Source: an optimization exercise on an open RTL-to-GDS flow (aim: small area and few clock cycles per item). Production flows keep margins and buffers that such runs may drop.
At most, simulation tests tie the RTL to the original design; equivalence was not proved.
Only the layout flow was run in run 3; the RTL was not checked for function there.

## flow/design.v (module list and top-level ports; edited modules follow where they fit)
// module escc_sum_q: 174 lines
// module escc_sum_r: 79 lines
// module escc_sum_q4: 33 lines
// module escc_sum_days: 141 lines
// module escc_sum_sod: 79 lines
// module escc_sum_r4: 86 lines
// module escc_sum_hh: 19 lines
// module escc_sum_rs: 45 lines
// module escc_sum_tot: 197 lines
// module escc_sum_min: 41 lines
// module escc_dpath: 187 lines
// module epoch_seconds_calendar_converter: 57 lines
module epoch_seconds_calendar_converter (
  input  logic        clk,
  input  logic        rst_n,
  input  logic        in_valid,
  output logic        in_ready,
  input  logic        in_op,
  input  logic [31:0] in_epoch_seconds,
  input  logic [7:0]  in_year,
  input  logic [3:0]  in_month,
  input  logic [4:0]  in_day,
  input  logic [4:0]  in_hour,
  input  logic [5:0]  in_minute,
  input  logic [5:0]  in_second,
  output logic        out_valid,
  input  logic        out_ready,
  output logic [31:0] res_seconds,
  output logic [7:0]  res_year,
  output logic [3:0]  res_month,
  output logic [4:0]  res_day,
  output logic [4:0]  res_hour,
  output logic [5:0]  res_minute,
  output logic [5:0]  res_second,
  output logic [1:0]  status
);
  // ...
==> flow/flow/run.sh <==
#!/bin/bash
# The standard layout (bash standard.sh), with the port buffers that global placement
# inserts made from sky130_fd_sc_hd__buf_1 instead of the resizer's default pick.
# Each step's full output goes to its own log file here; ORFS keeps its per-step logs
# under orfs/logs/.
set -euo pipefail
export BUFFER_PORTS_ARGS="-buffer_cell sky130_fd_sc_hd__buf_1"
bash standard.sh synth > synth.log 2>&1
bash standard.sh "BUFFER_PORTS_ARGS=$BUFFER_PORTS_ARGS" finish > layout.log 2>&1
==> flow/standard.sh <==
#!/bin/bash
# synth_recipe.tcl (not shown) runs the flow's synth.tcl, then flattens the netlist and writes it again
# the make line also repeats each setting of config.mk as NAME=value (left out here)
make -C /OpenROAD-flow-scripts/flow DESIGN_CONFIG=/design/flow/config.mk WORK_HOME=/design/flow/orfs CLKGATE_MAP_FILE= SYNTH_SCRIPT=/design/flow/synth_recipe.tcl "${@:-finish}"
==> flow/config.mk <==
export PLATFORM = sky130hd
export DESIGN_NAME = epoch_seconds_calendar_converter
export DESIGN_NICKNAME = epoch_seconds_calendar_converter
export VERILOG_FILES = /design/flow/design.v
export SDC_FILE = /design/flow/constraint.sdc
export NUM_CORES = 4
export LEC_CHECK = 0
export CAP_MARGIN = 20
export CORE_MARGIN = 2
export CORE_UTILIZATION = 40
export SLEW_MARGIN = 20
==> flow/constraint.sdc <==
create_clock -name core_clock -period 8.0 [get_ports {clk}]
set_input_delay 1.6000 -clock core_clock [delete_from_list [all_inputs] [get_ports {clk}]]
set_output_delay 1.6000 -clock core_clock [all_outputs]
set_load 0.01 [all_outputs]
==> impl_metrics.env, run 1 <==
export IMPL_endpoint="u_dp.r3[25]"
export IMPL_synth_ff_latch_count=115
export IMPL_starting_density=0.4072
export IMPL_area_delta_synth_final_pct=10.20
export IMPL_report_final_hold_viol_count=0
export IMPL_synth_ff_type="sky130_fd_sc_hd__edfxtp_1"
export IMPL_final_signal_buffer_count=154
export IMPL_wirelength_um=38220
export IMPL_detailroute_wirelength_met2_um=19400
export IMPL_met1_length_um=16940
export IMPL_grt_overflow=0
export IMPL_critical_path_required_ps=8140
export IMPL_worst_path_dominant_cell_family="adder cells"
export IMPL_timing_slew_headroom=0.3669
export IMPL_final_util=0.4487
export IMPL_hold_buffers=0
export IMPL_dr_pass1_iters=5
export IMPL_yosys_area_share_simple=0.09204
export IMPL_numCtsBuffers=17
export IMPL_routed_top_layer="met4"
export IMPL_timing_hold_worst_path_depth=0
export IMPL_critPathSlowestCell="sky130_fd_sc_hd__edfxtp_1"
export IMPL_post_drt_wl_per_cell_um=16.37
export IMPL_clk_root_buffer_cell="sky130_fd_sc_hd__clkbuf_16"
export IMPL_vias_per_cell=4.922
export IMPL_globalRouteMet1Util=0.2362
export IMPL_fmax_mhz=132.6
export IMPL_status="timing/DRC/antenna clean"
Testbench counts, summed over its fixed seeds: cycles 3,224, items 3,200.
==> inputs of run 2 (changes only) <==
==> flow/flow/run.sh (replaced) <==
#!/bin/bash
# The standard layout (bash standard.sh) with two changes:
#  - synthesis skips the ABC pass inside Yosys's generic synth script (SYNTH_ARGS=-noabc),
#    so the full adders that extract_fa finds keep the polarity the RTL gives them
#    (the final technology mapping by ABC still runs);
#  - the port buffers that global placement inserts are sky130_fd_sc_hd__buf_1.
# Each step's full output goes to its own log file here; ORFS keeps its per-step logs
# under orfs/logs/.
set -euo pipefail
export BUFFER_PORTS_ARGS="-buffer_cell sky130_fd_sc_hd__buf_1"
bash standard.sh "SYNTH_ARGS=-noabc" synth > synth.log 2>&1
bash standard.sh "SYNTH_ARGS=-noabc" "BUFFER_PORTS_ARGS=$BUFFER_PORTS_ARGS" finish > layout.log 2>&1
==> run 2 against run 1 <==
Die area shrank 2.4%; cell area is 2.0% lower; critical endpoint is now u_dp.r1[33]; largest cell class unchanged.
==> impl_metrics.env, run 2 <==
export IMPL_status="timing/DRC/antenna clean"
export IMPL_skew_ps=12.04
export IMPL_fmax_mhz=134.7
export IMPL_report_final_hold_viol_count=0
export IMPL_setup_repair_after_global_routing_missed_its_margin="false"
export IMPL_critical_path_required_ps=8300
export IMPL_portion_of_the_post_synthesis_area_used_by_sequential_elements=0.2045
export IMPL_avgSynthCellArea_um2=11.06
export IMPL_cts_h_tree_depth=4
export IMPL_worstSetupStartpointType="input port"
export IMPL_largestRegisters="u_dp.r2: 37 flops, u_dp.r3: 35 flops, u_dp.r1: 34 flops"
export IMPL_design_core_area_um2=41110
export IMPL_dr_pass1_iters=5
export IMPL_post_drt_wl_per_cell_um=15.90
export IMPL_cts_reportedPaths_clkPinSlew_ps=60
export IMPL_final_common_cell="sky130_fd_sc_hd__fa_1"
export IMPL_wirelength_um=35020
export IMPL_clock_latency_late_sink_ps=430
export IMPL_grt_overflow=0
export IMPL_critical_path_depth=23
export IMPL_dpl_cell_area_um2=17920
export IMPL_groute_usage_overall=0.1746
export IMPL_synthDominantCellAreaShare=0.3564
export IMPL_clk_root_buffer_cell="sky130_fd_sc_hd__clkbuf_16"
export IMPL_timing_slew_headroom=0.3379
export IMPL_timing_critical_path_to_type="flop"
export IMPL_top_level_ports=141
export IMPL_synth_ff_latch_count=115
export IMPL_vias_per_cell=4.959
export IMPL_routed_via_count=10925
export IMPL_antenna_diode_count=0
export IMPL_critical_path_n_buffers_inverters=4
export IMPL_final_max_slew_viol_count=0
export IMPL_area_delta_synth_final_pct=10.66
export IMPL_timing_hold_worst_path_depth=0
export IMPL_dpl_hpwl_um=29370
export IMPL_finalWorstPathRequiredPeriod_ps=7426
export IMPL_hp_class="reg2reg"
export IMPL_synthCells=1514
export IMPL_highest_count_cells_in_the_layout_ignoring_fill_and_taps="sky130_fd_sc_hd__fa_1, sky130_fd_sc_hd__inv_1, sky130_fd_sc_hd__ha_1, sky130_fd_sc_hd__buf_1, sky130_fd_sc_hd__edfxtp_1"
export IMPL_critPathKind="in2reg"
export IMPL_antenna_violating_nets_post_route=0
export IMPL_gp_congestion=0.8956
export IMPL_grt_start_max_net_pins=76
export IMPL_drt_iter0_markers=532
export IMPL_tritoncts_clock_tree="built"
export IMPL_synth_edf_count=112
export IMPL_floorplan_die_height_um=208.6
export IMPL_maxCapViolations=0
export IMPL_final_period_utilization=0.9283
export IMPL_hold_buffers=0
export IMPL_critPathSlowestCell="sky130_fd_sc_hd__fa_1"
export IMPL_crit_path_frequent_cell="sky130_fd_sc_hd__fa_1"
export IMPL_worst_path_dominant_cell_family="adder cells"
export IMPL_grt_pass1_wl_um=60630
export IMPL_synth_ff_type="sky130_fd_sc_hd__edfxtp_1"
export IMPL_final_nets=2168
export IMPL_antenna_found_initial=0
export IMPL_finalSetupViolations=0
export IMPL_dieArea_um2=43500
export IMPL_registers_top_by_ff_count="u_dp.r2"
export IMPL_drc=0
export IMPL_starting_density=0.4072
export IMPL_dominant_cell_by_count_in_the_synthesized_netlist="sky130_fd_sc_hd__fa_1"
export IMPL_most_area_consuming_cells_after_synthesis="sky130_fd_sc_hd__fa_1, sky130_fd_sc_hd__edfxtp_1, sky130_fd_sc_hd__ha_1"
export IMPL_vias_in_the_first_global_route=12142
export IMPL_maximum_buffer_depth_of_the_clock_tree=2
export IMPL_pre_cts_slack_ps=-45.95
export IMPL_port_buffer_count=140
export IMPL_critical_path_cell_chain="buf_1 -> inv_1 -> fa_1 -> inv_1 -> fa_1 -> fa_1 -> fa_1 -> fa_1 -> fa_1 -> fa_1 -> ha_1 -> fa_1 -> ha_1 -> ha_1 -> ha_1 -> ha_1 -> inv_1 -> fa_1 -> fa_1 -> mux2i_1 -> xnor2_1 -> nor2b_2 -> a22o_1"
export IMPL_post_route_worst_setup_slack_ps=573.6
export IMPL_n_fill_cell=3878
export IMPL_r2r_worst_path_cells=18
export IMPL_post_synthesis_cell_type_count=92
export IMPL_netlist_top_cells_count="sky130_fd_sc_hd__fa_1, sky130_fd_sc_hd__inv_1, sky130_fd_sc_hd__ha_1"
export IMPL_synthDominantAreaCellType="sky130_fd_sc_hd__fa_1"
export IMPL_synthArstFlopShare=0
export IMPL_worst_path_max_fanout=9
export IMPL_numCtsBuffers=17
export IMPL_ys_warnings_count=2
export IMPL_worstPathArrival_ps=7720
export IMPL_worst_slew_pin_slew_ps=993.1
export IMPL_largest_reg_flops=37
export IMPL_cts_sinks=115
export IMPL_placementRows=74
export IMPL_syn_area_um2=16740
export IMPL_fraction_of_layout_instances_using_a_drive_strength_above_1=0.07241
export IMPL_final_design_area_no_fill_um2=18520
export IMPL_die_w_um=208.6
export IMPL_synth_nets=2024
export IMPL_critical_path_max_stage_delay_ps=540
run 2: cell types whose count changed in the layout (fill, tap and decap cells not counted), moves of 5 or more:
cell                      delta
sky130_fd_sc_hd__inv_1     -122
sky130_fd_sc_hd__nand2_1     -6
sky130_fd_sc_hd__mux2i_1     +5
sky130_fd_sc_hd__xnor2_1    -11
sky130_fd_sc_hd__buf_4       +9
sky130_fd_sc_hd__nor2b_1     +6
sky130_fd_sc_hd__ha_1        +6
sky130_fd_sc_hd__a21oi_1    -16
sky130_fd_sc_hd__nor2_1      -8
sky130_fd_sc_hd__and2_1      +5
run 2: final cells by class:
class                   count  area (um^2)  area share
clock buffers              19        432.9     0.02337
clock inverters            13        132.6    0.007160
inverters                 254        953.4     0.05147
multi-input cells        1107        12220      0.6595
flip-flops and latches    115         3423      0.1848
well taps                 532        665.6     0.03593
repair buffers            163        699.4     0.03776
run 2: repair_timing:
action                     4_1_cts  5_1_grt
setup buffers                    0        2
setup endpoints to repair        0        4
hold endpoints to repair         0        0
resized for setup                0        4
run 2: kinds of logic after synthesis:
group                    share of synthesized area
flip-flops                                  0.2045
XOR/XNOR                                   0.04014
AO/OA/AOI/OAI                              0.08633
adder cells (fa/ha/maj)                     0.4624
AND/OR/NAND/NOR                            0.09754
multiplexers                               0.04141
buffers and inverters                      0.06772
run 2: through the flow:
step / util / instances / setup TNS (ps) / hold WS (ps)
2_1_floorplan: - / 1514 / 0 / 400.3
3_3_place_gp: 0.4360 / 2169 / 0 / 411.2
3_5_place_dp: 0.4360 / 2169 / -326.8 / 430.8
4_1_cts: 0.4497 / 2201 / 0 / 446.9
5_1_grt: 0.4506 / 2203 / 0 / 468.5
6_report: 0.4506 / 2203 / 0 / 445.0
run 2: layer usage:
layer	vias to the layer above	wire [um]	track usage
met5	-	0	0
met4	0	546	0.04458
met3	34	935	0.02089
met2	159	17490	0.3064
met1	5468	16050	0.2303
li1	5264	-	-
run 2: worst paths after layout:
kind	start	endpoint	slack, ps
min	u_dp.bad_b	u_dp.bad_c	450
min reg2reg	u_dp.bad_b	u_dp.bad_c	450
max reg2reg	u_dp.r2[22]	u_dp.r3[25]	670
max	in_epoch_seconds[30]	u_dp.r1[33]	570
==> module escc_dpath, before the edit <==
module escc_dpath (
  input  logic        clk,
  input  logic        en,
  input  logic        op,
  input  logic [31:0] epoch_seconds,
  input  logic [7:0]  year,
  input  logic [3:0]  month,
  input  logic [4:0]  day,
  input  logic [4:0]  hour,
  input  logic [5:0]  minute,
  input  logic [5:0]  second,
  output logic [31:0] res_seconds,
  output logic [7:0]  res_year,
  output logic [3:0]  res_month,
  output logic [4:0]  res_day,
  output logic [4:0]  res_hour,
  output logic [5:0]  res_minute,
  output logic [5:0]  res_second,
  output logic [1:0]  status
);
  logic [24:0] a;
  logic [19:0] qs;
  logic [15:0] q_a;
  logic        bad_a;
  assign a = epoch_seconds[31:7];
  escc_sum_q u_q (.a(a), .s(qs));
  assign q_a = qs[19] ? 16'd0 : qs[18:3];    
  assign bad_a = (year > escc_pkg::MAX_YEAR_OFS) || (month == 4'd0) || (month > 4'd12) ||
                 (day == 5'd0) || (day > escc_pkg::month_days(year, month)) ||
                 (hour > 5'd23) || (minute > 6'd59) || (second > 6'd59);
  logic        op_b, bad_b;
  logic [33:0] r1;
  always_ff @(posedge clk) begin
    if (en) begin
      op_b  <= op;
      bad_b <= bad_a;
      r1    <= op ? {year, month, day, hour, minute, second}
                  : {q_a, epoch_seconds[17:0]};
    end
  end
  logic [15:0] q_b;
  logic [10:0] alo_b;
  logic [6:0]  lo_b;
  logic [10:0] rest_b;      
  logic        e_b;
  logic [7:0]  q4s;
  logic [5:0]  q4_b;
  assign q_b   = r1[33:18];
  assign alo_b = r1[17:7];
  assign lo_b  = r1[6:0];
  escc_sum_r u_r (.a(alo_b), .q(q_b[10:0]), .s(rest_b));
  assign e_b = (rest_b >= 11'd675);
  escc_sum_q4 u_q4 (.q(q_b), .s(q4s));
  assign q4_b = q4s[7:2];
  logic [7:0]  y_b;
  logic [3:0]  m_b;
  logic [4:0]  d_b, h_b;
  logic [5:0]  mi_b, s_b;
  logic [8:0]  cum;
  logic [15:0] days1_b;
  logic [16:0] sod1_b;
  assign {y_b, m_b, d_b, h_b, mi_b, s_b} = r1;
  assign cum = escc_pkg::month_start(m_b) + 9'(escc_pkg::is_leap(y_b) && (m_b > 4'd2));
  escc_sum_days u_days1 (.y(y_b), .cum(cum), .dm1(d_b - 5'd1), .c0(y_b[1:0] == 2'd3), .s(days1_b));
  escc_sum_sod u_sod1 (.h(h_b), .mi(mi_b), .sc(s_b), .s(sod1_b));
  logic        op_c, bad_c;
  logic [36:0] r2;
  always_ff @(posedge clk) begin
    if (en) begin
      op_c  <= op_b;
      bad_c <= bad_b;
      r2    <= op_b ? {4'd0, days1_b, sod1_b}
                    : {q_b[11:0], q4_b, rest_b, lo_b, e_b};
    end
  end
  logic [11:0] q_c;
  logic [5:0]  q4_c;
  logic [10:0] rest_c;
  logic [6:0]  lo_c;
  logic        e_c;
  logic [11:0] r4;
  logic [2:0]  cnt;
  logic [8:0]  tsel;
  logic [8:0]  doy_c;
  assign {q_c, q4_c, rest_c, lo_c, e_c} = r2;
  escc_sum_r4 u_r4 (.q(q_c), .q4(q4_c), .e(e_c), .s(r4));
  always_comb begin
    if      (r4 >= 12'd2556) begin cnt = 3'd7; tsel = 9'(2556); end
    else if (r4 >= 12'd2191) begin cnt = 3'd6; tsel = 9'(2191); end
    else if (r4 >= 12'd1826) begin cnt = 3'd5; tsel = 9'(1826); end
    else if (r4 >= 12'd1461) begin cnt = 3'd4; tsel = 9'(1461); end
    else if (r4 >= 12'd1095) begin cnt = 3'd3; tsel = 9'(1095); end
    else if (r4 >= 12'd730)  begin cnt = 3'd2; tsel = 9'(730);  end
    else if (r4 >= 12'd365)  begin cnt = 3'd1; tsel = 9'(365);  end
    else                     begin cnt = 3'd0; tsel = 9'd0;     end
  end
  assign doy_c  = r4[8:0] - tsel;
  logic [6:0]  hs;
  logic [5:0]  hh;
  logic [12:0] rs;
  logic        eh;
  logic [11:0] rsec_c;
  logic [4:0]  hour_c;
  escc_sum_hh u_hh (.r(rest_c), .s(hs));
  assign hh = hs[6:1];
  escc_sum_rs u_rs (.x({rest_c[5:0], lo_c}), .h(hh), .s(rs));
  assign eh     = (rs >= 13'd3600);
  assign rsec_c = eh ? 12'(rs - 13'd3600) : rs[11:0];
  assign hour_c = 5'(hh + 6'(eh) - (e_c ? 6'd24 : 6'd0));
  logic [15:0] days1_c;
  logic [16:0] sod1_c;
  logic [32:0] tot_c;
  assign days1_c = r2[32:17];
  assign sod1_c  = r2[16:0];
  escc_sum_tot u_tot (.days(days1_c), .sod(sod1_c), .s(tot_c));
  logic        op_d, bad_d;
  logic [34:0] r3;
  always_ff @(posedge clk) begin
    if (en) begin
      op_d  <= op_c;
      bad_d <= bad_c;
      r3    <= op_c ? {2'd0, tot_c}
                    : {q4_c, cnt, doy_c, hour_c, rsec_c};
    end
  end
  logic [5:0]  q4_d;
  logic [2:0]  cnt_d;
  logic [7:0]  yr_d;
  logic [8:0]  doy_d;
  logic        leap_d;
  logic [4:0]  hour_d;
  logic [11:0] rsec_d;
  assign {q4_d, cnt_d, doy_d, hour_d, rsec_d} = r3;
  assign yr_d   = {q4_d, 2'b00} + {5'd0, cnt_d} - 8'd1;
  assign leap_d = (cnt_d[1:0] == 2'd3);
  logic [8:0] d2;
  logic       feb29;
  logic [3:0] mon;
  logic [4:0] mday;
  assign feb29 = leap_d && (doy_d == 9'd59);
  assign d2    = (leap_d && (doy_d > 9'd59)) ? doy_d - 9'd1 : doy_d;
  always_comb begin
    if      (d2 >= 9'd334) mon = 4'd12;
    else if (d2 >= 9'd304) mon = 4'd11;
    else if (d2 >= 9'd273) mon = 4'd10;
    else if (d2 >= 9'd243) mon = 4'd9;
    else if (d2 >= 9'd212) mon = 4'd8;
    else if (d2 >= 9'd181) mon = 4'd7;
    else if (d2 >= 9'd151) mon = 4'd6;
    else if (d2 >= 9'd120) mon = 4'd5;
    else if (d2 >= 9'd90)  mon = 4'd4;
    else if (d2 >= 9'd59)  mon = 4'd3;
    else if (d2 >= 9'd31)  mon = 4'd2;
    else                   mon = 4'd1;
    if (feb29) mon = 4'd2;
  end
  assign mday = feb29 ? 5'd29 : 5'(d2[4:0] - escc_pkg::month_start(mon)) + 5'd1;
  logic [9:0]  yq;
  logic [10:0] ms;
  logic [5:0]  mn, sc;
  assign yq = rsec_d[11:2];
  escc_sum_min u_mn (.y(yq), .s(ms));
  assign mn = ms[10:5];
  assign sc = 6'(rsec_d[5:0] + {mn[3:0], 2'b00});
  always_comb begin
    res_seconds = '0;
    res_year    = '0;
    res_month   = '0;
    res_day     = '0;
    res_hour    = '0;
    res_minute  = '0;
    res_second  = '0;
    status      = escc_pkg::ST_OK;
    if (op_d) begin
      if (bad_d)         status = escc_pkg::ST_RANGE;
      else if (r3[32])   status = escc_pkg::ST_OVF;
      else               res_seconds = r3[31:0];
    end else begin
      res_year   = yr_d;
      res_month  = mon;
      res_day    = mday;
      res_hour   = hour_d;
      res_minute = mn;
      res_second = sc;
    end
  end
endmodule
==> inputs of run 3 (changes only) <==
--- a/flow/design.v
+++ b/flow/design.v
@@ -18,4 +18,16 @@
                   (m == 4'd11) ? 9'd304 : (m == 4'd12) ? 9'd334 : 9'd0;
   endfunction
+  function automatic logic [4:0] month_cut(input logic [3:0] hi);
+    month_cut = (hi == 4'd1) ? 5'd27 : (hi == 4'd2) ? 5'd26 : (hi == 4'd3) ? 5'd24 :
+                (hi == 4'd4) ? 5'd23 : (hi == 4'd5) ? 5'd21 : (hi == 4'd6) ? 5'd20 :
+                (hi == 4'd7) ? 5'd19 : (hi == 4'd8) ? 5'd17 : (hi == 4'd9) ? 5'd16 :
+                (hi == 4'd10) ? 5'd14 : 5'd31;
+  endfunction
+  function automatic logic [4:0] month_off(input logic [3:0] mi);
+    month_off = (mi == 4'd0) ? 5'd1  : (mi == 4'd1) ? 5'd2  : (mi == 4'd2) ? 5'd6  :
+                (mi == 4'd3) ? 5'd7  : (mi == 4'd4) ? 5'd9  : (mi == 4'd5) ? 5'd10 :
+                (mi == 4'd6) ? 5'd12 : (mi == 4'd7) ? 5'd13 : (mi == 4'd8) ? 5'd14 :
+                (mi == 4'd9) ? 5'd16 : (mi == 4'd10) ? 5'd17 : 5'd19;
+  endfunction
 endpackage
 module escc_sum_q (
@@ -1048,26 +1060,16 @@
   assign yr_d   = {q4_d, 2'b00} + {5'd0, cnt_d} - 8'd1;
   assign leap_d = (cnt_d[1:0] == 2'd3);
-  logic [8:0] d2;
-  logic       feb29;
-  logic [3:0] mon;
+  logic [3:0] hi, mi, mon;
+  logic [4:0] lo, cut;
+  logic       later, past;
   logic [4:0] mday;
-  assign feb29 = leap_d && (doy_d == 9'd59);
-  assign d2    = (leap_d && (doy_d > 9'd59)) ? doy_d - 9'd1 : doy_d;
-  always_comb begin
-    if      (d2 >= 9'd334) mon = 4'd12;
-    else if (d2 >= 9'd304) mon = 4'd11;
-    else if (d2 >= 9'd273) mon = 4'd10;
-    else if (d2 >= 9'd243) mon = 4'd9;
-    else if (d2 >= 9'd212) mon = 4'd8;
-    else if (d2 >= 9'd181) mon = 4'd7;
-    else if (d2 >= 9'd151) mon = 4'd6;
-    else if (d2 >= 9'd120) mon = 4'd5;
-    else if (d2 >= 9'd90)  mon = 4'd4;
-    else if (d2 >= 9'd59)  mon = 4'd3;
-    else if (d2 >= 9'd31)  mon = 4'd2;
-    else                   mon = 4'd1;
-    if (feb29) mon = 4'd2;
-  end
-  assign mday = feb29 ? 5'd29 : 5'(d2[4:0] - escc_pkg::month_start(mon)) + 5'd1;
+  assign hi    = doy_d[8:5];
+  assign lo    = doy_d[4:0];
+  assign cut   = escc_pkg::month_cut(hi);
+  assign later = leap_d && (hi != 4'd0);
+  assign past = later ? (lo > cut) : (lo >= cut);
+  assign mi    = hi + {3'd0, past};
+  assign mon   = mi + 4'd1;
+  assign mday  = lo + escc_pkg::month_off(mi) - {4'd0, leap_d && (mi >= 4'd2)};
   logic [9:0]  yq;
   logic [10:0] ms;
--- a/flow/config.mk
+++ b/flow/config.mk
@@ -9,3 +9,4 @@
 export CORE_MARGIN = 2
 export CORE_UTILIZATION = 40
+export CTS_BUF_LIST = sky130_fd_sc_hd__clkbuf_8
 export SLEW_MARGIN = 20
==> run 3 against run 2 <==
Synthesized cell count down 2.5%; global-route usage down 0.78 points; die area down 1.2%; critical endpoint is now u_dp.r1[22]; non-clock buffer count down 4; fmax down 0.38%; largest cell class unchanged.
==> impl_metrics.env, run 3 <==
export IMPL_largestRegisters="u_dp.r2: 37 flops, u_dp.r3: 35 flops, u_dp.r1: 34 flops"
export IMPL_gp_congestion=0.8573
export IMPL_top_level_ports=141
export IMPL_synthDominantAreaCellType="sky130_fd_sc_hd__fa_1"
export IMPL_synthDominantCellAreaShare=0.3609
export IMPL_finalWorstPathRequiredPeriod_ps=7455
export IMPL_dr_pass1_iters=5
export IMPL_drt_iter0_markers=430
export IMPL_setup_repair_after_global_routing_missed_its_margin="false"
export IMPL_hp_class="reg2reg"
export IMPL_routed_via_count=10579
export IMPL_vias_per_cell=4.900
export IMPL_antenna_found_initial=1
export IMPL_die_w_um=207.3
export IMPL_design_core_area_um2=40830
export IMPL_report_final_hold_viol_count=0
export IMPL_clk_root_buffer_cell="sky130_fd_sc_hd__clkbuf_8"
export IMPL_synth_nets=1999
export IMPL_status="timing/DRC/antenna clean"
export IMPL_floorplan_die_height_um=207.3
export IMPL_post_drt_wl_per_cell_um=15.69
export IMPL_final_period_utilization=0.9318
export IMPL_groute_usage_overall=0.1668
export IMPL_port_buffer_count=140
export IMPL_synthCells=1476
export IMPL_critPathKind="in2reg"
export IMPL_critical_path_required_ps=8330
export IMPL_dieArea_um2=42970
export IMPL_avgSynthCellArea_um2=11.20
export IMPL_numCtsBuffers=17
export IMPL_dominant_cell_by_count_in_the_synthesized_netlist="sky130_fd_sc_hd__fa_1"
export IMPL_most_area_consuming_cells_after_synthesis="sky130_fd_sc_hd__fa_1, sky130_fd_sc_hd__edfxtp_1, sky130_fd_sc_hd__ha_1"
export IMPL_tritoncts_clock_tree="built"
export IMPL_buffers_inserted_by_post_cts_timing_repair=0
export IMPL_post_synthesis_cell_type_count=75
export IMPL_area_delta_synth_final_pct=9.636
export IMPL_netlist_top_cells_count="sky130_fd_sc_hd__fa_1, sky130_fd_sc_hd__inv_1, sky130_fd_sc_hd__ha_1"
export IMPL_timing_slew_headroom=0.3510
export IMPL_antenna_diode_count=0
export IMPL_maxCapViolations=0
export IMPL_grt_pass1_wl_um=57790
export IMPL_synthArstFlopShare=0
export IMPL_vias_in_the_first_global_route=11494
export IMPL_totalNegativeSetupSlack_ps=0
export IMPL_worstSetupStartpointType="input port"
export IMPL_crit_path_frequent_cell="sky130_fd_sc_hd__fa_1"
export IMPL_cts_reportedPaths_clkPinSlew_ps=70
export IMPL_largest_reg_flops=37
export IMPL_synth_edf_count=112
export IMPL_starting_density=0.4048
export IMPL_skew_ps=19.47
export IMPL_grt_start_max_net_pins=76
export IMPL_cts_sinks=115
export IMPL_worst_path_max_fanout=9
export IMPL_cts_h_tree_depth=4
export IMPL_final_max_slew_viol_count=0
export IMPL_highest_count_cells_in_the_layout_ignoring_fill_and_taps="sky130_fd_sc_hd__fa_1, sky130_fd_sc_hd__inv_1, sky130_fd_sc_hd__ha_1, sky130_fd_sc_hd__buf_1, sky130_fd_sc_hd__edfxtp_1"
export IMPL_drc=0
export IMPL_critical_path_max_stage_delay_ps=540
export IMPL_finalSetupViolations=0
export IMPL_dpl_hpwl_um=28400
export IMPL_portion_of_the_post_synthesis_area_used_by_sequential_elements=0.2071
export IMPL_timing_critical_path_to_type="flop"
export IMPL_final_nets=2137
export IMPL_hold_buffers=0
export IMPL_synth_ff_latch_count=115
export IMPL_post_place_cells=2126
export IMPL_critical_path_cell_chain="buf_1 -> inv_1 -> fa_1 -> inv_1 -> fa_1 -> fa_1 -> fa_1 -> fa_1 -> fa_1 -> fa_1 -> ha_1 -> fa_1 -> ha_1 -> ha_1 -> ha_1 -> ha_1 -> inv_1 -> fa_1 -> fa_1 -> mux2i_1 -> xnor2_1 -> nor2b_1 -> a22o_1"
export IMPL_worst_slew_pin_slew_ps=970.1
export IMPL_clock_latency_late_sink_ps=480
export IMPL_cts_repair_resize_count=0
export IMPL_registers_top_by_ff_count="u_dp.r2"
export IMPL_ys_warnings_count=2
export IMPL_fmax_mhz=134.1
export IMPL_maximum_buffer_depth_of_the_clock_tree=2
export IMPL_placementRows=74
export IMPL_antenna_violating_nets_post_route=0
export IMPL_layout_cells_non_filler=2159
export IMPL_critPathSlowestCell="sky130_fd_sc_hd__fa_1"
export IMPL_grt_overflow=0
export IMPL_syn_area_um2=16530
export IMPL_final_common_cell="sky130_fd_sc_hd__fa_1"
export IMPL_synth_ff_type="sky130_fd_sc_hd__edfxtp_1"
export IMPL_fraction_of_layout_instances_using_a_drive_strength_above_1=0.06577
export IMPL_worstPathArrival_ps=7790
export IMPL_wirelength_um=33880
run 3: cell types whose count changed in the layout (fill, tap and decap cells not counted), moves of 5 or more:
cell / previous run / this run
sky130_fd_sc_hd__o21ai_0: 60 / 45
sky130_fd_sc_hd__a21oi_1: 54 / 48
sky130_fd_sc_hd__ha_1: 141 / 154
sky130_fd_sc_hd__o21a_1: 2 / 10
sky130_fd_sc_hd__o211ai_1: 11 / 5
sky130_fd_sc_hd__clkbuf_16: 17 / 0
sky130_fd_sc_hd__clkbuf_8: 0 / 17
sky130_fd_sc_hd__a211oi_1: 11 / 6
sky130_fd_sc_hd__nand2_1: 70 / 65
sky130_fd_sc_hd__inv_1: 253 / 263
sky130_fd_sc_hd__nand4_1: 9 / 3
sky130_fd_sc_hd__buf_4: 23 / 18
sky130_fd_sc_hd__and2_1: 40 / 35
run 3: metal layers:
metal,part of all wire,track usage,vias up
met5,0,0,-
met4,0.014,0.03842,0
met3,0.036,0.02829,29
met2,0.51,0.2928,200
met1,0.44,0.2157,5280
li1,-,-,5070
run 3: kinds of logic after synthesis:
kind of cell               count (synthesis)  synth area share
xor gates and xnor gates                  77           0.04352
muxes                                     68           0.04375
adders and majority gates                453            0.4781
buffers and inverters                    303           0.06918
DFF                                      115            0.2071
and+or+nand+nor                          269           0.08039
AOI/OAI and AO/OA                        191           0.07797
run 3: metrics by stage:
step | setup WS [ps] | instance area, um^2 | hold WS (ps) | utilization
floorplan | 580.1 | 16530 | 400.3 | -
finish | 545.2 | 18120 | 420.8 | 0.4438
global route | 152.1 | 18120 | 421.7 | 0.4438
detailed placement | 56.72 | 17710 | 409.0 | 0.4338
global placement | 162.8 | 17710 | 406.9 | 0.4338
CTS | 565.9 | 18090 | 420.5 | 0.4432
run 3: final timing paths:
kind                                           start           to  slack [ps]  cells after the start
worst min-delay path                      u_dp.bad_c   u_dp.bad_d         420                      0
worst max register to register           u_dp.r1[24]  u_dp.r2[32]         640                     22
worst max-delay path            in_epoch_seconds[30]  u_dp.r1[22]         550                     23
worst min register to register            u_dp.bad_c   u_dp.bad_d         420                      0
run 3: layout make-up:
class | instances | area, um^2
sequential | 115 | 3423
multi-input combinational | 1058 | 11980
timing repair buffer | 159 | 689.4
fill | 3854 | 22710
inverter | 263 | 987.2
clock inverter | 15 | 147.6
clock buffer | 17 | 234.0
tap | 532 | 665.6
run 3: worst max-delay path, delay by kind of cell:
kind / cells / cell delay [ps]
compound gates: 1 / 210
xor+xnor: 1 / 160
fa+ha+maj: 15 / 4750
buf+inv: 4 / 390
mux: 1 / 170
simple gates: 1 / 530
==> module escc_sum_days, before the edit <==
module escc_sum_days (
  input  logic [7:0] y,
  input  logic [8:0] cum,
  input  logic [4:0] dm1,
  input  logic [0:0] c0,
  output logic [15:0] s
);
  wire w1 = y[0] ^ y[2] ^ cum[0];
  wire w2 = (y[0] & y[2]) | (y[0] & cum[0]) | (y[2] & cum[0]);
  wire w3 = dm1[0] ^ c0[0] ^ w1;
  wire w4 = (dm1[0] & c0[0]) | (dm1[0] & w1) | (c0[0] & w1);
  wire w5 = y[1] ^ y[3] ^ cum[1];
  wire w6 = (y[1] & y[3]) | (y[1] & cum[1]) | (y[3] & cum[1]);
  wire w7 = dm1[1] ^ w2 ^ w5;
  wire w8 = (dm1[1] & w2) | (dm1[1] & w5) | (w2 & w5);
  wire w9 = y[2] ^ y[0] ^ y[4];
  wire w10 = (y[2] & y[0]) | (y[2] & y[4]) | (y[0] & y[4]);
  wire w11 = cum[2] ^ dm1[2] ^ w6;
  wire w12 = (cum[2] & dm1[2]) | (cum[2] & w6) | (dm1[2] & w6);
  wire w13 = w9 ^ w8 ^ w11;
  wire w14 = (w9 & w8) | (w9 & w11) | (w8 & w11);
  wire w15 = y[3] ^ y[1] ^ y[0];
  wire w16 = (y[3] & y[1]) | (y[3] & y[0]) | (y[1] & y[0]);
  wire w17 = y[5] ^ cum[3] ^ dm1[3];
  wire w18 = (y[5] & cum[3]) | (y[5] & dm1[3]) | (cum[3] & dm1[3]);
  wire w19 = w10 ^ w15 ^ w17;
  wire w20 = (w10 & w15) | (w10 & w17) | (w15 & w17);
  wire w21 = w12 ^ w19 ^ w14;
  wire w22 = (w12 & w19) | (w12 & w14) | (w19 & w14);
  wire w23 = y[4] ^ y[2] ^ y[1];
  wire w24 = (y[4] & y[2]) | (y[4] & y[1]) | (y[2] & y[1]);
  wire w25 = y[6] ^ cum[4] ^ dm1[4];
  wire w26 = (y[6] & cum[4]) | (y[6] & dm1[4]) | (cum[4] & dm1[4]);
  wire w27 = w16 ^ w18 ^ w23;
  wire w28 = (w16 & w18) | (w16 & w23) | (w18 & w23);
  wire w29 = w25 ^ w20 ^ w27;
  wire w30 = (w25 & w20) | (w25 & w27) | (w20 & w27);
  wire w31 = y[5] ^ y[3] ^ y[2];
  wire w32 = (y[5] & y[3]) | (y[5] & y[2]) | (y[3] & y[2]);
  wire w33 = y[0] ^ y[7] ^ cum[5];
  wire w34 = (y[0] & y[7]) | (y[0] & cum[5]) | (y[7] & cum[5]);
  wire w35 = w24 ^ w26 ^ w31;
  wire w36 = (w24 & w26) | (w24 & w31) | (w26 & w31);
  wire w37 = w33 ^ w28 ^ w35;
  wire w38 = (w33 & w28) | (w33 & w35) | (w28 & w35);
  wire w39 = y[6] ^ y[4] ^ y[3];
  wire w40 = (y[6] & y[4]) | (y[6] & y[3]) | (y[4] & y[3]);
  wire w41 = y[1] ^ y[0] ^ cum[6];
  wire w42 = (y[1] & y[0]) | (y[1] & cum[6]) | (y[0] & cum[6]);
  wire w43 = w32 ^ w34 ^ w39;
  wire w44 = (w32 & w34) | (w32 & w39) | (w34 & w39);
  wire w45 = w41 ^ w36 ^ w43;
  wire w46 = (w41 & w36) | (w41 & w43) | (w36 & w43);
  wire w47 = y[7] ^ y[5] ^ y[4];
  wire w48 = (y[7] & y[5]) | (y[7] & y[4]) | (y[5] & y[4]);
  wire w49 = y[2] ^ y[1] ^ cum[7];
  wire w50 = (y[2] & y[1]) | (y[2] & cum[7]) | (y[1] & cum[7]);
  wire w51 = w40 ^ w42 ^ w47;
  wire w52 = (w40 & w42) | (w40 & w47) | (w42 & w47);
  wire w53 = w49 ^ w44 ^ w51;
  wire w54 = (w49 & w44) | (w49 & w51) | (w44 & w51);
  wire w55 = y[6] ^ y[5] ^ y[3];
  wire w56 = (y[6] & y[5]) | (y[6] & y[3]) | (y[5] & y[3]);
  wire w57 = y[2] ^ y[0] ^ cum[8];
  wire w58 = (y[2] & y[0]) | (y[2] & cum[8]) | (y[0] & cum[8]);
  wire w59 = w48 ^ w50 ^ w55;
  wire w60 = (w48 & w50) | (w48 & w55) | (w50 & w55);
  wire w61 = w57 ^ w52 ^ w59;
  wire w62 = (w57 & w52) | (w57 & w59) | (w52 & w59);
  wire w63 = y[7] ^ y[6] ^ y[4];
  wire w64 = (y[7] & y[6]) | (y[7] & y[4]) | (y[6] & y[4]);
  wire w65 = y[3] ^ y[1] ^ w56;
  wire w66 = (y[3] & y[1]) | (y[3] & w56) | (y[1] & w56);
  wire w67 = w58 ^ w63 ^ w60;
  wire w68 = (w58 & w63) | (w58 & w60) | (w63 & w60);
  wire w69 = w65 ^ w62 ^ w67;
  wire w70 = (w65 & w62) | (w65 & w67) | (w62 & w67);
  wire w71 = y[7] ^ y[5] ^ y[4];
  wire w72 = (y[7] & y[5]) | (y[7] & y[4]) | (y[5] & y[4]);
  wire w73 = y[2] ^ w64 ^ w71;
  wire w74 = (y[2] & w64) | (y[2] & w71) | (w64 & w71);
  wire w75 = w66 ^ w73 ^ w68;
  wire w76 = (w66 & w73) | (w66 & w68) | (w73 & w68);
  wire w77 = y[6] ^ y[5] ^ y[3];
  wire w78 = (y[6] & y[5]) | (y[6] & y[3]) | (y[5] & y[3]);
  wire w79 = w72 ^ w77 ^ w74;
  wire w80 = (w72 & w77) | (w72 & w74) | (w77 & w74);
  wire w81 = y[7] ^ y[6] ^ y[4];
  wire w82 = (y[7] & y[6]) | (y[7] & y[4]) | (y[6] & y[4]);
  wire w83 = w78 ^ w81 ^ w80;
  wire w84 = (w78 & w81) | (w78 & w80) | (w81 & w80);
  wire w85 = y[7] ^ y[5] ^ w82;
  wire w86 = (y[7] & y[5]) | (y[7] & w82) | (y[5] & w82);
  wire w87 = w4 ^ w7;
  wire w88 = w4 & w7;
  wire w89 = w13 ^ w88;
  wire w90 = w13 & w88;
  wire w91 = w21 ^ w90;
  wire w92 = w21 & w90;
  wire w93 = w22 ^ w29 ^ w92;
  wire w94 = (w22 & w29) | (w22 & w92) | (w29 & w92);
  wire w95 = w30 ^ w37 ^ w94;
  wire w96 = (w30 & w37) | (w30 & w94) | (w37 & w94);
  wire w97 = w38 ^ w45 ^ w96;
  wire w98 = (w38 & w45) | (w38 & w96) | (w45 & w96);
  wire w99 = w46 ^ w53 ^ w98;
  wire w100 = (w46 & w53) | (w46 & w98) | (w53 & w98);
  wire w101 = w54 ^ w61 ^ w100;
  wire w102 = (w54 & w61) | (w54 & w100) | (w61 & w100);
  wire w103 = w69 ^ w102;
  wire w104 = w69 & w102;
  wire w105 = w70 ^ w75;
  wire w106 = w70 & w75;
  wire w107 = w76 ^ w79 ^ w106;
  wire w108 = (w76 & w79) | (w76 & w106) | (w79 & w106);
  wire w109 = w83 ^ w108;
  wire w110 = w83 & w108;
  wire w111 = w84 ^ w85 ^ w110;
  wire w112 = (w84 & w85) | (w84 & w110) | (w85 & w110);
  wire w113 = y[6] ^ w86 ^ w112;
  wire w114 = (y[6] & w86) | (y[6] & w112) | (w86 & w112);
  wire w115 = y[7] ^ w114;
  wire w116 = w70 ^ w75 ^ 1'b1;
  wire w117 = (w70 & w75) | (w70 & 1'b1) | (w75 & 1'b1);
  wire w118 = w76 ^ w79 ^ w117;
  wire w119 = (w76 & w79) | (w76 & w117) | (w79 & w117);
  wire w120 = w83 ^ w119;
  wire w121 = w83 & w119;
  wire w122 = w84 ^ w85 ^ w121;
  wire w123 = (w84 & w85) | (w84 & w121) | (w85 & w121);
  wire w124 = y[6] ^ w86 ^ w123;
  wire w125 = (y[6] & w86) | (y[6] & w123) | (w86 & w123);
  wire w126 = y[7] ^ w125;
  wire w127 = (w116 & w104) | (w105 & ~w104);
  wire w128 = (w118 & w104) | (w107 & ~w104);
  wire w129 = (w120 & w104) | (w109 & ~w104);
  wire w130 = (w122 & w104) | (w111 & ~w104);
  wire w131 = (w124 & w104) | (w113 & ~w104);
  wire w132 = (w126 & w104) | (w115 & ~w104);
  assign s = {w132, w131, w130, w129, w128, w127, w103, w101, w99, w97, w95, w93, w91, w89, w87, w3};
endmodule
==> inputs of run 4 (changes only) <==
--- a/flow/design.v
+++ b/flow/design.v
@@ -322,14 +322,15 @@
   input  logic [4:0] dm1,
   input  logic [0:0] c0,
+  input  logic [0:0] c1,
   output logic [15:0] s
 );
   wire w1 = y[0] ^ y[2] ^ cum[0];
   wire w2 = (y[0] & y[2]) | (y[0] & cum[0]) | (y[2] & cum[0]);
-  wire w3 = dm1[0] ^ c0[0] ^ w1;
-  wire w4 = (dm1[0] & c0[0]) | (dm1[0] & w1) | (c0[0] & w1);
+  wire w3 = dm1[0] ^ c0[0] ^ c1[0];
+  wire w4 = (dm1[0] & c0[0]) | (dm1[0] & c1[0]) | (c0[0] & c1[0]);
   wire w5 = y[1] ^ y[3] ^ cum[1];
   wire w6 = (y[1] & y[3]) | (y[1] & cum[1]) | (y[3] & cum[1]);
-  wire w7 = dm1[1] ^ w2 ^ w5;
-  wire w8 = (dm1[1] & w2) | (dm1[1] & w5) | (w2 & w5);
+  wire w7 = dm1[1] ^ w2 ^ w4;
+  wire w8 = (dm1[1] & w2) | (dm1[1] & w4) | (w2 & w4);
   wire w9 = y[2] ^ y[0] ^ y[4];
   wire w10 = (y[2] & y[0]) | (y[2] & y[4]) | (y[0] & y[4]);
@@ -410,51 +411,53 @@
   wire w85 = y[7] ^ y[5] ^ w82;
   wire w86 = (y[7] & y[5]) | (y[7] & w82) | (y[5] & w82);
-  wire w87 = w4 ^ w7;
-  wire w88 = w4 & w7;
-  wire w89 = w13 ^ w88;
-  wire w90 = w13 & w88;
-  wire w91 = w21 ^ w90;
-  wire w92 = w21 & w90;
-  wire w93 = w22 ^ w29 ^ w92;
-  wire w94 = (w22 & w29) | (w22 & w92) | (w29 & w92);
-  wire w95 = w30 ^ w37 ^ w94;
-  wire w96 = (w30 & w37) | (w30 & w94) | (w37 & w94);
-  wire w97 = w38 ^ w45 ^ w96;
-  wire w98 = (w38 & w45) | (w38 & w96) | (w45 & w96);
-  wire w99 = w46 ^ w53 ^ w98;
-  wire w100 = (w46 & w53) | (w46 & w98) | (w53 & w98);
-  wire w101 = w54 ^ w61 ^ w100;
-  wire w102 = (w54 & w61) | (w54 & w100) | (w61 & w100);
-  wire w103 = w69 ^ w102;
-  wire w104 = w69 & w102;
-  wire w105 = w70 ^ w75;
-  wire w106 = w70 & w75;
-  wire w107 = w76 ^ w79 ^ w106;
-  wire w108 = (w76 & w79) | (w76 & w106) | (w79 & w106);
-  wire w109 = w83 ^ w108;
-  wire w110 = w83 & w108;
-  wire w111 = w84 ^ w85 ^ w110;
-  wire w112 = (w84 & w85) | (w84 & w110) | (w85 & w110);
-  wire w113 = y[6] ^ w86 ^ w112;
-  wire w114 = (y[6] & w86) | (y[6] & w112) | (w86 & w112);
-  wire w115 = y[7] ^ w114;
-  wire w116 = w70 ^ w75 ^ 1'b1;
-  wire w117 = (w70 & w75) | (w70 & 1'b1) | (w75 & 1'b1);
-  wire w118 = w76 ^ w79 ^ w117;
-  wire w119 = (w76 & w79) | (w76 & w117) | (w79 & w117);
-  wire w120 = w83 ^ w119;
-  wire w121 = w83 & w119;
-  wire w122 = w84 ^ w85 ^ w121;
-  wire w123 = (w84 & w85) | (w84 & w121) | (w85 & w121);
-  wire w124 = y[6] ^ w86 ^ w123;
-  wire w125 = (y[6] & w86) | (y[6] & w123) | (w86 & w123);
-  wire w126 = y[7] ^ w125;
-  wire w127 = (w116 & w104) | (w105 & ~w104);
-  wire w128 = (w118 & w104) | (w107 & ~w104);
-  wire w129 = (w120 & w104) | (w109 & ~w104);
-  wire w130 = (w122 & w104) | (w111 & ~w104);
-  wire w131 = (w124 & w104) | (w113 & ~w104);
-  wire w132 = (w126 & w104) | (w115 & ~w104);
-  assign s = {w132, w131, w130, w129, w128, w127, w103, w101, w99, w97, w95, w93, w91, w89, w87, w3};
+  wire w87 = w1 ^ w3;
+  wire w88 = w1 & w3;
+  wire w89 = w5 ^ w7 ^ w88;
+  wire w90 = (w5 & w7) | (w5 & w88) | (w7 & w88);
+  wire w91 = w13 ^ w90;
+  wire w92 = w13 & w90;
+  wire w93 = w21 ^ w92;
+  wire w94 = w21 & w92;
+  wire w95 = w22 ^ w29 ^ w94;
+  wire w96 = (w22 & w29) | (w22 & w94) | (w29 & w94);
+  wire w97 = w30 ^ w37 ^ w96;
+  wire w98 = (w30 & w37) | (w30 & w96) | (w37 & w96);
+  wire w99 = w38 ^ w45 ^ w98;
+  wire w100 = (w38 & w45) | (w38 & w98) | (w45 & w98);
+  wire w101 = w46 ^ w53 ^ w100;
+  wire w102 = (w46 & w53) | (w46 & w100) | (w53 & w100);
+  wire w103 = w54 ^ w61 ^ w102;
+  wire w104 = (w54 & w61) | (w54 & w102) | (w61 & w102);
+  wire w105 = w69 ^ w104;
+  wire w106 = w69 & w104;
+  wire w107 = w70 ^ w75;
+  wire w108 = w70 & w75;
+  wire w109 = w76 ^ w79 ^ w108;
+  wire w110 = (w76 & w79) | (w76 & w108) | (w79 & w108);
+  wire w111 = w83 ^ w110;
+  wire w112 = w83 & w110;
+  wire w113 = w84 ^ w85 ^ w112;
+  wire w114 = (w84 & w85) | (w84 & w112) | (w85 & w112);
+  wire w115 = y[6] ^ w86 ^ w114;
+  wire w116 = (y[6] & w86) | (y[6] & w114) | (w86 & w114);
+  wire w117 = y[7] ^ w116;
+  wire w118 = w70 ^ w75 ^ 1'b1;
+  wire w119 = (w70 & w75) | (w70 & 1'b1) | (w75 & 1'b1);
+  wire w120 = w76 ^ w79 ^ w119;
+  wire w121 = (w76 & w79) | (w76 & w119) | (w79 & w119);
+  wire w122 = w83 ^ w121;
+  wire w123 = w83 & w121;
+  wire w124 = w84 ^ w85 ^ w123;
+  wire w125 = (w84 & w85) | (w84 & w123) | (w85 & w123);
+  wire w126 = y[6] ^ w86 ^ w125;
+  wire w127 = (y[6] & w86) | (y[6] & w125) | (w86 & w125);
+  wire w128 = y[7] ^ w127;
+  wire w129 = (w118 & w106) | (w107 & ~w106);
+  wire w130 = (w120 & w106) | (w109 & ~w106);
+  wire w131 = (w122 & w106) | (w111 & ~w106);
+  wire w132 = (w124 & w106) | (w113 & ~w106);
+  wire w133 = (w126 & w106) | (w115 & ~w106);
+  wire w134 = (w128 & w106) | (w117 & ~w106);
+  assign s = {w134, w133, w132, w131, w130, w129, w105, w103, w101, w99, w97, w95, w93, w91, w89, w87};
 endmodule
 module escc_sum_sod (
@@ -952,6 +955,11 @@
   escc_sum_q u_q (.a(a), .s(qs));
   assign q_a = qs[19] ? 16'd0 : qs[18:3];    
+  logic feb, short_m;
+  assign feb     = (month == 4'd2);
+  assign short_m = feb || (month == 4'd4) || (month == 4'd6) || (month == 4'd9) ||
+                   (month == 4'd11);
   assign bad_a = (year > escc_pkg::MAX_YEAR_OFS) || (month == 4'd0) || (month > 4'd12) ||
-                 (day == 5'd0) || (day > escc_pkg::month_days(year, month)) ||
+                 (day == 5'd0) || ((day == 5'd31) && short_m) || ((day == 5'd30) && feb) ||
+                 ((day == 5'd29) && feb && !escc_pkg::is_leap(year)) ||
                  (hour > 5'd23) || (minute > 6'd59) || (second > 6'd59);
   logic        op_b, bad_b;
@@ -987,15 +995,15 @@
   logic [16:0] sod1_b;
   assign {y_b, m_b, d_b, h_b, mi_b, s_b} = r1;
-  assign cum = escc_pkg::month_start(m_b) + 9'(escc_pkg::is_leap(y_b) && (m_b > 4'd2));
-  escc_sum_days u_days1 (.y(y_b), .cum(cum), .dm1(d_b - 5'd1), .c0(y_b[1:0] == 2'd3), .s(days1_b));
+  assign cum = escc_pkg::month_start(m_b);
+  escc_sum_days u_days1 (.y(y_b), .cum(cum), .dm1(d_b - 5'd1), .c0(y_b[1:0] == 2'd3),
+                         .c1(escc_pkg::is_leap(y_b) && (m_b > 4'd2)), .s(days1_b));
   escc_sum_sod u_sod1 (.h(h_b), .mi(mi_b), .sc(s_b), .s(sod1_b));
-  logic        op_c, bad_c;
-  logic [36:0] r2;
+  logic        op_c;
+  logic [36:0] r2, r2_op0;
+  assign r2_op0 = {q_b[11:0], q4_b, rest_b, lo_b, e_b};
   always_ff @(posedge clk) begin
     if (en) begin
-      op_c  <= op_b;
-      bad_c <= bad_b;
-      r2    <= op_b ? {4'd0, days1_b, sod1_b}
-                    : {q_b[11:0], q4_b, rest_b, lo_b, e_b};
+      op_c <= op_b;
+      r2   <= {r2_op0[36:34], op_b ? {bad_b, days1_b, sod1_b} : r2_op0[33:0]};
     end
   end
@@ -1034,18 +1042,19 @@
   assign rsec_c = eh ? 12'(rs - 13'd3600) : rs[11:0];
   assign hour_c = 5'(hh + 6'(eh) - (e_c ? 6'd24 : 6'd0));
+  logic        bad_c;
   logic [15:0] days1_c;
   logic [16:0] sod1_c;
   logic [32:0] tot_c;
+  assign bad_c   = r2[33];
   assign days1_c = r2[32:17];
   assign sod1_c  = r2[16:0];
   escc_sum_tot u_tot (.days(days1_c), .sod(sod1_c), .s(tot_c));
-  logic        op_d, bad_d;
-  logic [34:0] r3;
+  logic        op_d;
+  logic [34:0] r3, r3_op0;
+  assign r3_op0 = {q4_c, cnt, doy_c, hour_c, rsec_c};
   always_ff @(posedge clk) begin
     if (en) begin
-      op_d  <= op_c;
-      bad_d <= bad_c;
-      r3    <= op_c ? {2'd0, tot_c}
-                    : {q4_c, cnt, doy_c, hour_c, rsec_c};
+      op_d <= op_c;
+      r3   <= {r3_op0[34], op_c ? {bad_c, tot_c} : r3_op0[33:0]};
     end
   end
@@ -1089,5 +1098,5 @@
     status      = escc_pkg::ST_OK;
     if (op_d) begin
-      if (bad_d)         status = escc_pkg::ST_RANGE;
+      if (r3[33])        status = escc_pkg::ST_RANGE;
       else if (r3[32])   status = escc_pkg::ST_OVF;
       else               res_seconds = r3[31:0];
==> run 4 against run 3 <==
Still clean; worst setup slack better by 10 ps; area after synthesis is 2.3% lower; sequential cell count shrank 2.
==> impl_metrics.env, run 4 <==
export IMPL_r2r_worst_path_cells=17
export IMPL_hold_buffers=0
export IMPL_antenna_found_initial=0
export IMPL_buffers_inserted_by_post_cts_timing_repair=0
export IMPL_drc=0
export IMPL_highest_count_cells_in_the_layout_ignoring_fill_and_taps="sky130_fd_sc_hd__fa_1, sky130_fd_sc_hd__inv_1, sky130_fd_sc_hd__ha_1, sky130_fd_sc_hd__buf_1, sky130_fd_sc_hd__edfxtp_1"
export IMPL_maxCapViolations=0
export IMPL_timing_slew_headroom=0.3754
export IMPL_synth_nets=1962
export IMPL_post_synthesis_cell_type_count=62
export IMPL_setup_reg_to_reg_worst_slack_ps=650
export IMPL_critical_path_required_ps=8330
export IMPL_portion_of_the_post_synthesis_area_used_by_sequential_elements=0.2083
export IMPL_synth_ff_type="sky130_fd_sc_hd__edfxtp_1"
export IMPL_area_delta_synth_final_pct=9.571
export IMPL_clk_root_buffer_cell="sky130_fd_sc_hd__clkbuf_8"
export IMPL_worst_slew_pin_slew_ps=933.8
export IMPL_drt_iter0_markers=451
export IMPL_cts_repair_resize_count=0
export IMPL_final_max_slew_viol_count=0
export IMPL_final_design_area_no_fill_um2=17690
export IMPL_critical_path_n_buffers_inverters=4
export IMPL_hp_class="reg2reg"
export IMPL_timing_critical_path_to_type="flop"
export IMPL_synthArstFlopShare=0
export IMPL_tritoncts_clock_tree="built"
export IMPL_synthDominantCellAreaShare=0.3707
export IMPL_ys_warnings_count=2
export IMPL_floorplan_die_height_um=204.9
export IMPL_synthCells=1445
export IMPL_dominant_cell_by_count_in_the_synthesized_netlist="sky130_fd_sc_hd__fa_1"
export IMPL_largestRegisters="u_dp.r2: 37 flops, u_dp.r3: 35 flops, u_dp.r1: 34 flops"
export IMPL_setup_repair_after_global_routing_missed_its_margin="false"
export IMPL_synthDominantAreaCellType="sky130_fd_sc_hd__fa_1"
export IMPL_fraction_of_layout_instances_using_a_drive_strength_above_1=0.06011
export IMPL_starting_density=0.4054
export IMPL_rr_endpoint="u_dp.r3[25]"
export IMPL_hold_path_endpoint="valid_r[2]"
export IMPL_critPathSlowestCell="sky130_fd_sc_hd__fa_1"
export IMPL_clock_latency_late_sink_ps=470
export IMPL_critical_path_cell_chain="buf_1 -> inv_1 -> fa_1 -> inv_1 -> fa_1 -> fa_1 -> fa_1 -> fa_1 -> fa_1 -> fa_1 -> ha_1 -> fa_1 -> ha_1 -> ha_1 -> ha_1 -> ha_1 -> inv_1 -> fa_1 -> fa_1 -> mux2i_1 -> xnor2_1 -> nor2b_1 -> a22o_1"
export IMPL_synth_ff_latch_count=113
export IMPL_antenna_diode_count=0
export IMPL_worst_path_dominant_cell_family="adder cells"
export IMPL_synth_edf_count=110
export IMPL_cts_sinks=113
export IMPL_critPathKind="in2reg"
export IMPL_vias_per_cell=4.859
export IMPL_registers_top_by_ff_count="u_dp.r2"
export IMPL_worst_path_max_fanout=9
export IMPL_syn_area_um2=16150
export IMPL_design_core_area_um2=39820
export IMPL_die_w_um=204.9
export IMPL_regToRegStartpoint="u_dp.r2[18]"
export IMPL_timing_hold_worst_path_depth=2
export IMPL_grt_start_max_net_pins=75
export IMPL_port_buffer_count=140
export IMPL_most_area_consuming_cells_after_synthesis="sky130_fd_sc_hd__fa_1, sky130_fd_sc_hd__edfxtp_1, sky130_fd_sc_hd__ha_1"
export IMPL_worstSetupStartpointType="input port"
export IMPL_dieArea_um2=41990
export IMPL_grt_pass1_wl_um=55930
export IMPL_report_final_hold_viol_count=0
export IMPL_min_from="valid_r[1]"
export IMPL_dpl_hpwl_um=27760
export IMPL_maximum_buffer_depth_of_the_clock_tree=2
export IMPL_top_level_ports=141
export IMPL_groute_usage_overall=0.1698
export IMPL_skew_ps=19.65
export IMPL_status="timing/DRC/antenna clean"
export IMPL_worstPathArrival_ps=7780
export IMPL_gp_congestion=0.8709
export IMPL_fmax_mhz=134.3
export IMPL_vias_in_the_first_global_route=11216
export IMPL_finalWorstPathRequiredPeriod_ps=7445
export IMPL_final_common_cell="sky130_fd_sc_hd__fa_1"
export IMPL_netlist_top_cells_count="sky130_fd_sc_hd__fa_1, sky130_fd_sc_hd__inv_1, sky130_fd_sc_hd__ha_1"
export IMPL_avgSynthCellArea_um2=11.17
export IMPL_numCtsBuffers=17
export IMPL_largest_reg_flops=37
export IMPL_antenna_violating_nets_post_route=0
export IMPL_crit_path_frequent_cell="sky130_fd_sc_hd__fa_1"
export IMPL_dpl_cell_area_um2=17280
export IMPL_placementRows=73
export IMPL_totalNegativeSetupSlack_ps=0
export IMPL_cts_h_tree_depth=4
export IMPL_final_period_utilization=0.9306
export IMPL_final_nets=2101
export IMPL_routed_via_count=10311
export IMPL_grt_overflow=0
export IMPL_dr_pass1_iters=5
export IMPL_critical_path_max_stage_delay_ps=540
export IMPL_cts_reportedPaths_clkPinSlew_ps=80
export IMPL_finalSetupViolations=0
export IMPL_post_drt_wl_per_cell_um=15.51
export IMPL_wirelength_um=32910
-- run 4: cell count changes after synthesis, sizes merged, moves of 4 or more --
cell	delta
o21ai	+9
nand3	-5
nand2	+4
ha	-7
o21a	-4
nor2b	-5
and2b	+4
buf	-6
a21oi	+4
-- run 4: final cells by class --
cell class	instances	area, um^2
fill	3808	22130
multi-input combinational	1034	11640
sequential	113	3363
inverter	263	987.2
tap	525	656.9
timing repair buffer	155	646.9
clock buffer	17	234.0
clock inverter	15	160.2
-- run 4: logic make-up after synthesis --
family / count (synthesis) / share of synthesized area
compound gates: 182 / 0.06967
xor+xnor: 76 / 0.04262
fa+ha+maj: 446 / 0.4847
buf+inv: 298 / 0.07106
flops: 113 / 0.2083
mux: 65 / 0.04293
simple gates: 265 / 0.08075
-- run 4: metal layers --
metal / share of wire / track usage / up-vias
li1: - / - / 4930
met1: 0.45 / 0.2202 / 5156
met2: 0.50 / 0.3009 / 197
met3: 0.034 / 0.02195 / 28
met4: 0.013 / 0.04188 / 0
met5: 0 / 0 / -
-- run 4: how the worst max path moves through the flow --
stage | slack, ps | cells past startpoint | endpoint | start
2_1_floorplan | 580 | 23 | u_dp.r1[18] | in_epoch_seconds[26]
3_3_place_gp | 110 | 23 | u_dp.r1[33] | in_epoch_seconds[30]
3_5_place_dp | 20 | 23 | u_dp.r1[22] | in_epoch_seconds[30]
4_1_cts | 540 | 23 | u_dp.r1[22] | in_epoch_seconds[30]
5_1_grt | 150 | 23 | u_dp.r1[23] | in_epoch_seconds[30]
6_report | 560 | 23 | u_dp.r1[22] | in_epoch_seconds[30]
-- run 4: stage by stage --
| stage | hold WS (ps) | cells | setup WS (ps) | utilization |
|---|---|---|---|---|
| 4_1_cts | 482.2 | 2121 | 537.3 | 0.4439 |
| 2_1_floorplan | 424.4 | 1445 | 580.6 | - |
| 5_1_grt | 516.8 | 2122 | 154.8 | 0.4442 |
| 3_5_place_dp | 462.5 | 2089 | 15.28 | 0.4340 |
| 3_3_place_gp | 458.2 | 2089 | 106.8 | 0.4340 |
| 6_report | 483.0 | 2122 | 555.5 | 0.4442 |
-- run 4: tightest hold or removal path: stages (launching register included) --
cell and delay [ps]:
sky130_fd_sc_hd__dfxtp_1 320, sky130_fd_sc_hd__inv_1 40, sky130_fd_sc_hd__a21boi_0 70
Testbench counts of run 4, summed over its fixed seeds: cycles 3,224, items 3,200.

## port drivers added, routing unchanged
Ports are ideal in the flow. The routed layouts listed here were re-timed in OpenROAD.
Step 1 (the two cells are an assumption about what drives the block):
set clk [get_ports {clk}]
set_driving_cell -lib_cell sky130_fd_sc_hd__clkbuf_16 $clk
set_driving_cell -lib_cell sky130_fd_sc_hd__buf_2 [delete_from_list [all_inputs] $clk]
Step 2, shift: input delay + t, output delay - t, t = (earliest + latest rising clock arrival at the registers) / 2. This alone moves slack from input paths to output paths.
Slacks: ideal ports / drivers / drivers and shift; pairs: ideal ports / drivers.
| run | t (ns) | slack for setup (ns) | clock arrival spread, ns |
|---|---|---|---|
| run 1 | 0.465 | 0.459 / 0.459 / 0.308 | 0.013 / 0.013 |
| run 2 | 0.479 | 0.574 / 0.600 / 0.121 | 0.012 / 0.012 |
| run 3 | 0.517 | 0.545 / 0.570 / 0.053 | 0.021 / 0.022 |
| run 4 | 0.502 | 0.555 / 0.579 / 0.077 | 0.020 / 0.020 |
After both steps setup and hold are still met in every run listed. The setup slack of run 3, which loses most, moves by +0.025 ns with the drivers and by -0.492 ns with both steps.
